This design comes from an exercise in tuning for small area, a short achievable clock period and few clock cycles per item on the open sky130 flow, not from production work.
Where RTL was checked, it was by simulation tests only, not by an equivalence proof against the original.
Power figures rest on the tool's default switching activity, not on a simulated workload.

// proc_mc
module proc_mc
#(
    parameter  int BUSW   = 32,
    parameter  int RWORDS = 16,
    parameter  int IMMW   = 12,
    parameter  int PSRW   = 5,
    localparam int RINDW  = $clog2(RWORDS)
) (
    input  logic             clk,
    input  logic             rst,
    input  logic             in_valid,
    output logic             in_ready,
    input  logic [3:0]       opcode,
    input  logic             src_is_imm,
    input  logic [IMMW-1:0]  src_op,
    input  logic [RINDW-1:0] dst_op,
    output logic [BUSW-1:0]  res,
    output logic             res_valid,
    output logic [PSRW-1:0]  status,
    output logic             br_taken,
    output logic             halted,
    output logic             illegal
);
Size: roughly 2500 cells after synthesis, roughly 66 I/O pins, roughly 32000 sq um of cells after synthesis.
==> flow/config.mk <==
export PLATFORM = sky130hd
export DESIGN_NAME = proc_mc
export DESIGN_NICKNAME = proc_mc
export VERILOG_FILES = /design/flow/design.v
export SDC_FILE = /design/flow/constraint.sdc
export NUM_CORES = 4
export LEC_CHECK = 0
export ABC_CLOCK_PERIOD_IN_PS = 3000
export CAP_MARGIN = 20
export CORE_MARGIN = 2
export CORE_UTILIZATION = 40
export CTS_CLUSTER_DIAMETER = 100
export CTS_CLUSTER_SIZE = 22
export SETUP_SLACK_MARGIN = 5
export SLEW_MARGIN = 20
==> flow/constraint.sdc <==
create_clock -name core_clock -period 9.0 [get_ports {clk}]
set_input_delay 1.8000 -clock core_clock [delete_from_list [all_inputs] [get_ports {clk}]]
set_output_delay 1.8000 -clock core_clock [all_outputs]
set_load 0.01 [all_outputs]
standard.sh (not shown) runs the stock make flow with config.mk's settings and CLKGATE_MAP_FILE= SYNTH_SCRIPT=/design/flow/synth_recipe.tcl, a recipe that flattens the netlist after the stock synthesis.
==> flow/flow/run.sh <==
#!/bin/bash
# Standard ORFS layout, with repair_timing aiming for more setup slack and a
# shorter H-tree wire segment unit for clock tree synthesis.
set -euo pipefail
bash standard.sh SETUP_SLACK_MARGIN=6.15 \
  "CTS_ARGS=-sink_clustering_enable -repair_clock_nets -sink_clustering_size 22 -sink_clustering_max_diameter 100 -wire_unit 5" \
  finish > standard.log 2>&1
Edit:
--- a/flow/design.v
+++ b/flow/design.v
@@ -244,17 +244,16 @@
         w_cond_q <= e_cond_q;
         w_dst_q  <= e_dst_q;
         w_r_q    <= alu_res;
         w_c_q    <= alu_c;
     end
     logic [4:0] psr_q, w_flags, w_psr;
     logic       w_cond;
     logic       o_v_q, o_br_q, o_ill_q, halted_q;
-    logic [4:0] o_st_q;
     logic [BUSW-1:0] o_res_q;
     always_comb begin
         w_flags        = '0;
         w_flags[PSR_C] = w_c_q;
         w_flags[PSR_P] = ~^w_r_q;
         w_flags[PSR_E] = ~w_r_q[0];
         w_flags[PSR_N] = w_r_q[BUSW-1];
         w_flags[PSR_Z] = (w_r_q == '0);
@@ -286,19 +285,18 @@
     for (genvar r = 0; r < RWORDS; r++) begin : g_rf
         always_ff @(posedge clk) begin
             if (rst || (w_v_q && w_wr_q && (w_dst_q == RINDW'(r))))
                 rf_q[r] <= rst ? '0 : w_r_q;
         end
     end
     always_ff @(posedge clk) begin
         o_res_q <= w_r_q;
-        o_st_q  <= w_psr;
         o_br_q  <= w_bra_q & w_cond;
         o_ill_q <= w_ill_q;
     end
     assign res       = o_res_q;
     assign res_valid = o_v_q;
-    assign status    = PSRW'(o_st_q);
+    assign status    = PSRW'(psr_q);
     assign br_taken  = o_br_q;
     assign illegal   = o_ill_q;
     assign halted    = halted_q;
 endmodule
What happened:
- via count fell slightly
- total power goes down slightly
- non-clock buffer count climbs by 17
- routed wire length decreases slightly
- first-iteration DRC count goes down by a few percent
- maximum frequency increases by a few percent
Testbench counts after the change, summed over its fixed seeds: cycles 16,032, items 16,000.
For the first run of this note, only the layout was checked, not whether the RTL still works.

maple:
The RTL this note starts from:
==> flow/design.v <==
package proc_pkg;
    localparam logic [3:0] OP_NOP = 4'd0;
    localparam logic [3:0] OP_LD  = 4'd1;
    localparam logic [3:0] OP_STR = 4'd2;
    localparam logic [3:0] OP_BRA = 4'd3;
    localparam logic [3:0] OP_XOR = 4'd4;
    localparam logic [3:0] OP_ADD = 4'd5;
    localparam logic [3:0] OP_ROT = 4'd6;
    localparam logic [3:0] OP_SHF = 4'd7;
    localparam logic [3:0] OP_HLT = 4'd8;
    localparam logic [3:0] OP_CMP = 4'd9;
    localparam logic [2:0] BR_ALWAYS = 3'd0;
    localparam logic [2:0] BR_P      = 3'd1;
    localparam logic [2:0] BR_E      = 3'd2;
    localparam logic [2:0] BR_C      = 3'd3;
    localparam logic [2:0] BR_N      = 3'd4;
    localparam logic [2:0] BR_Z      = 3'd5;
    localparam logic [2:0] BR_NC     = 3'd6;
    localparam logic [2:0] BR_GT     = 3'd7;
    localparam int PSR_C = 0;
    localparam int PSR_P = 1;
    localparam int PSR_E = 2;
    localparam int PSR_N = 3;
    localparam int PSR_Z = 4;
endpackage
module proc_alu (
    input  logic [31:0] x,         
    input  logic [31:0] y,         
    input  logic        sel_add,   
    input  logic        sel_sh,    
    input  logic [4:0]  k,         
    input  logic        m_all,     
    input  logic        m_zero,    
    input  logic        m_pos,     
    input  logic        c_en,      
    output logic [31:0] result,
    output logic        carry
);
    logic [32:0] sum;
    logic [31:0] rot;
    logic [63:0] dbl;
    logic [31:0] mask;
    always_comb begin
        sum = {1'b0, x} + {1'b0, y};
        dbl = {x, x} << k;
        rot = dbl[63:32];
        for (int i = 0; i < 32; i++) begin
            mask[i] = m_all | (~m_zero & (m_pos ? (5'(i) >= k) : (5'(i) < k)));
        end
        if (sel_add)     result = sum[31:0];
        else if (sel_sh) result = rot & mask;
        else             result = x ^ y;
        if (sel_add)     carry = sum[32];
        else if (sel_sh) carry = c_en & (m_pos ? rot[0] : rot[31]);
        else             carry = 1'b0;
    end
endmodule
import proc_pkg::*;
module proc_mc
#(
    parameter  int BUSW   = 32,
    parameter  int RWORDS = 16,
    parameter  int IMMW   = 12,
    parameter  int PSRW   = 5,
    localparam int RINDW  = $clog2(RWORDS)
) (
    input  logic             clk,
    input  logic             rst,
    input  logic             in_valid,
    output logic             in_ready,
    input  logic [3:0]       opcode,
    input  logic             src_is_imm,
    input  logic [IMMW-1:0]  src_op,
    input  logic [RINDW-1:0] dst_op,
    output logic [BUSW-1:0]  res,
    output logic             res_valid,
    output logic [PSRW-1:0]  status,
    output logic             br_taken,
    output logic             halted,
    output logic             illegal
);
    logic [RWORDS-1:0][BUSW-1:0] rf_q;
    logic [RWORDS-1:0]           rfv_q;
    logic             hlt_acc_q;
    logic             a_v_q;
    logic [3:0]       a_op_q;
    logic             a_imm_q;
    logic [IMMW-1:0]  a_src_q;
    logic [RINDW-1:0] a_dst_q;
    logic             acc;
    assign in_ready = ~hlt_acc_q;
    assign acc      = in_valid & ~hlt_acc_q;
    always_ff @(posedge clk or posedge rst) begin
        if (rst) begin
            hlt_acc_q <= 1'b0;
            a_v_q     <= 1'b0;
        end else begin
            hlt_acc_q <= hlt_acc_q | (acc & (opcode == OP_HLT));
            a_v_q     <= acc;
        end
    end
    always_ff @(posedge clk) begin
        a_op_q  <= opcode;
        a_imm_q <= src_is_imm;
        a_src_q <= src_op;
        a_dst_q <= dst_op;
    end
    logic             e_v_q, e_wr_q, e_upd_q, e_bra_q, e_ill_q, e_hlt_q;
    logic [2:0]       e_cond_q;
    logic [RINDW-1:0] e_dst_q;
    logic [BUSW-1:0]  e_x_q, e_y_q;
    logic             e_add_q, e_sh_q, e_mall_q, e_mzero_q, e_mpos_q, e_cen_q;
    logic [4:0]       e_k_q;
    logic             w_v_q, w_wr_q, w_upd_q, w_bra_q, w_ill_q, w_hlt_q, w_c_q;
    logic [2:0]       w_cond_q;
    logic [RINDW-1:0] w_dst_q;
    logic [BUSW-1:0]  w_r_q;
    logic [BUSW-1:0]  alu_res;
    logic             alu_c;
    logic d_ld, d_str, d_bra, d_xor, d_add, d_rot, d_shf, d_hlt, d_cmp, d_ill;
    logic d_wr, d_upd, d_x_reg, d_y_reg;
    logic d_cnt_zero, d_cnt_pos, d_big;
    logic [RINDW-1:0] d_sidx;
    logic [BUSW-1:0]  d_xrf, d_yrf, d_xb, d_yb, d_x, d_y;
    logic d_x_fe, d_y_fe;
    always_comb begin
        d_ld  = (a_op_q == OP_LD);
        d_str = (a_op_q == OP_STR);
        d_bra = (a_op_q == OP_BRA);
        d_xor = (a_op_q == OP_XOR);
        d_add = (a_op_q == OP_ADD);
        d_rot = (a_op_q == OP_ROT);
        d_shf = (a_op_q == OP_SHF);
        d_hlt = (a_op_q == OP_HLT);
        d_cmp = (a_op_q == OP_CMP);
        d_ill = (a_op_q >= 4'd10);
        d_wr  = d_ld | d_xor | d_add | d_rot | d_shf | d_cmp;
        d_upd = d_wr | d_str;
        d_x_reg = d_str | d_xor | d_add | d_rot | d_shf;
        d_y_reg = (d_ld | d_xor | d_add | d_cmp) & ~a_imm_q;
        d_cnt_zero = (a_src_q == '0);
        d_cnt_pos  = ~a_src_q[IMMW-1] & ~d_cnt_zero;
        d_big      = a_src_q[IMMW-1] ? ((a_src_q[IMMW-2:5] != '1) | (a_src_q[4:0] == '0))
                                     : (a_src_q[IMMW-2:5] != '0);
        d_sidx = a_src_q[RINDW-1:0];
        d_xrf  = rfv_q[a_dst_q] ? rf_q[a_dst_q] : '0;
        d_yrf  = rfv_q[d_sidx]  ? rf_q[d_sidx]  : '0;
        if (d_x_reg)      d_xb = (w_v_q & w_wr_q & (w_dst_q == a_dst_q)) ? w_r_q : d_xrf;
        else if (d_cmp)   d_xb = '1;
        else              d_xb = '0;
        if (d_y_reg)      d_yb = (w_v_q & w_wr_q & (w_dst_q == d_sidx)) ? w_r_q : d_yrf;
        else if ((d_ld | d_xor | d_add | d_cmp)) d_yb = BUSW'(a_src_q);
        else              d_yb = '0;
        d_x_fe = d_x_reg & e_v_q & e_wr_q & (e_dst_q == a_dst_q);
        d_y_fe = d_y_reg & e_v_q & e_wr_q & (e_dst_q == d_sidx);
        d_x = d_x_fe ? alu_res : d_xb;
        d_y = d_y_fe ? alu_res : d_yb;
    end
    always_ff @(posedge clk or posedge rst) begin
        if (rst) begin
            e_v_q <= 1'b0;
        end else begin
            e_v_q <= a_v_q;
        end
    end
    always_ff @(posedge clk) begin
        e_wr_q    <= d_wr;
        e_upd_q   <= d_upd;
        e_bra_q   <= d_bra;
        e_ill_q   <= d_ill;
        e_hlt_q   <= d_hlt;
        e_cond_q  <= a_src_q[2:0];
        e_dst_q   <= a_dst_q;
        e_x_q     <= d_x;
        e_y_q     <= d_y;
        e_add_q   <= d_add;
        e_sh_q    <= d_rot | d_shf;
        e_k_q     <= a_src_q[4:0];
        e_mall_q  <= ~d_shf | d_cnt_zero;
        e_mzero_q <= d_big;
        e_mpos_q  <= d_cnt_pos;
        e_cen_q   <= ~d_cnt_zero & ~(d_shf & d_big);
    end
    proc_alu u_alu (
        .x       (e_x_q),
        .y       (e_y_q),
        .sel_add (e_add_q),
        .sel_sh  (e_sh_q),
        .k       (e_k_q),
        .m_all   (e_mall_q),
        .m_zero  (e_mzero_q),
        .m_pos   (e_mpos_q),
        .c_en    (e_cen_q),
        .result  (alu_res),
        .carry   (alu_c)
    );
    always_ff @(posedge clk or posedge rst) begin
        if (rst) begin
            w_v_q <= 1'b0;
        end else begin
            w_v_q <= e_v_q;
        end
    end
    always_ff @(posedge clk) begin
        w_wr_q   <= e_wr_q;
        w_upd_q  <= e_upd_q;
        w_bra_q  <= e_bra_q;
        w_ill_q  <= e_ill_q;
        w_hlt_q  <= e_hlt_q;
        w_cond_q <= e_cond_q;
        w_dst_q  <= e_dst_q;
        w_r_q    <= alu_res;
        w_c_q    <= alu_c;
    end
    logic [4:0] psr_q, w_flags, w_psr;
    logic       w_cond;
    logic       o_v_q, o_br_q, o_ill_q, halted_q;
    logic [BUSW-1:0] o_res_q;
    logic [4:0] o_st_q;
    always_comb begin
        w_flags        = '0;
        w_flags[PSR_C] = w_c_q;
        w_flags[PSR_P] = ~^w_r_q;
        w_flags[PSR_E] = ~w_r_q[0];
        w_flags[PSR_N] = w_r_q[BUSW-1];
        w_flags[PSR_Z] = (w_r_q == '0);
        w_psr = w_upd_q ? w_flags : psr_q;
        case (w_cond_q)
            BR_ALWAYS: w_cond = 1'b1;
            BR_P:      w_cond = psr_q[PSR_P];
            BR_E:      w_cond = psr_q[PSR_E];
            BR_C:      w_cond = psr_q[PSR_C];
            BR_N:      w_cond = psr_q[PSR_N];
            BR_Z:      w_cond = psr_q[PSR_Z];
            BR_NC:     w_cond = ~psr_q[PSR_C];
            default:   w_cond = ~psr_q[PSR_N] & ~psr_q[PSR_Z];
        endcase
    end
    always_ff @(posedge clk or posedge rst) begin
        if (rst) begin
            psr_q    <= '0;
            rfv_q    <= '0;
            o_v_q    <= 1'b0;
            halted_q <= 1'b0;
        end else begin
            o_v_q <= w_v_q;
            if (w_v_q) begin
                psr_q <= w_psr;
                if (w_wr_q) rfv_q[w_dst_q] <= 1'b1;
                if (w_hlt_q) halted_q <= 1'b1;
            end
        end
    end
    for (genvar r = 0; r < RWORDS; r++) begin : g_rf
        always_ff @(posedge clk) begin
            if (w_v_q && w_wr_q && (w_dst_q == RINDW'(r))) rf_q[r] <= w_r_q;
        end
    end
    always_ff @(posedge clk) begin
        o_res_q <= w_r_q;
        o_st_q  <= w_psr;
        o_br_q  <= w_bra_q & w_cond;
        o_ill_q <= w_ill_q;
    end
    assign res       = o_res_q;
    assign res_valid = o_v_q;
    assign status    = PSRW'(o_st_q);
    assign br_taken  = o_br_q;
    assign illegal   = o_ill_q;
    assign halted    = halted_q;
endmodule
Settings: LEC_CHECK=0, CAP_MARGIN=20, CORE_MARGIN=2, CORE_UTILIZATION=40, SLEW_MARGIN=20; clock period 9.0 ns.
run.sh (not shown) runs the stock make flow with config.mk's settings and CLKGATE_MAP_FILE= SYNTH_SCRIPT=/design/flow/synth_recipe.tcl, a recipe that flattens the netlist after the stock synthesis.
Stock flow here: none of the scripts above is used.
Testbench counts of maple, summed over its fixed seeds: cycles 16,032, items 16,000.
Edits applied to the flow inputs when going from maple to cedar:
--- a/flow/design.v
+++ b/flow/design.v
@@ -142,10 +142,14 @@
         d_cnt_pos  = ~a_src_q[IMMW-1] & ~d_cnt_zero;
         d_big      = a_src_q[IMMW-1] ? ((a_src_q[IMMW-2:5] != '1) | (a_src_q[4:0] == '0))
                                      : (a_src_q[IMMW-2:5] != '0);
         d_sidx = a_src_q[RINDW-1:0];
-        d_xrf  = rfv_q[a_dst_q] ? rf_q[a_dst_q] : '0;
-        d_yrf  = rfv_q[d_sidx]  ? rf_q[d_sidx]  : '0;
+        d_xrf  = '0;
+        d_yrf  = '0;
+        for (int r = 0; r < RWORDS; r++) begin
+            d_xrf = d_xrf | ({BUSW{rfv_q[r] & (a_dst_q == RINDW'(r))}} & rf_q[r]);
+            d_yrf = d_yrf | ({BUSW{rfv_q[r] & (d_sidx  == RINDW'(r))}} & rf_q[r]);
+        end
         if (d_x_reg)      d_xb = (w_v_q & w_wr_q & (w_dst_q == a_dst_q)) ? w_r_q : d_xrf;
         else if (d_cmp)   d_xb = '1;
         else              d_xb = '0;
         if (d_y_reg)      d_yb = (w_v_q & w_wr_q & (w_dst_q == d_sidx)) ? w_r_q : d_yrf;
### Flow results
- cedar: full flow OK, the timing, DRC and antenna checks passed
- Between cedar and maple, clock group power is higher for cedar, maple comes in under that.
- Number of distinct standard cells referenced by the synthesized netlist (higher): cedar
- cedar vs. maple: highest net fanout along the worst path went down 94, final cell count increased about 12%, largest net degree at the start of global routing shows a reduction of 38, area of placed instances shows a reduction of about 5%, sequential element share of the synthesized area increased 3.0 points.
- Diff maple -> cedar: multi-input gate share of the layout cell area now smaller, xor and xnor area share after synthesis has remained practically unchanged, floorplan die area -about 5%, fraction of standard cell area that is sequential climbed 2.2 points, detailed-route wire length went up by 20 mm.
Testbench counts of cedar, summed over its fixed seeds: cycles 16,032, items 16,000.

[what the ideal ports hide]
The results above use ideal ports. As a check the final layouts listed here were re-extracted and re-timed, cells and wires unchanged.
Step 1: set_driving_cell puts a clkbuf_16 on clk and a buf_2 on each other input, an assumption about the parent block.
Step 2 times the ports against the registers' clock, not the clock port: input delays grow and output delays shrink by t, the midpoint of the rising clock arrivals with the driver on.
a / b / c = ideal / step 1 / step 2; a / b = the first two.
run	t (ns)	slack for setup (ns)	latest minus earliest clock arrival (ns)
the first run of note 1	0.627	5.920 / 5.920 / 5.549	0.042 / 0.041
the second run of note 1	0.610	6.052 / 5.989 / 5.581	0.038 / 0.038
maple	0.710	5.130 / 5.130 / 5.130	0.036 / 0.035
cedar	0.690	4.727 / 4.727 / 4.727	0.024 / 0.024
After both steps setup and hold are still met in every run listed. For the second run of note 1, which loses most, drivers alone change the setup slack by -0.063 ns; drivers and shift together by -0.471 ns.
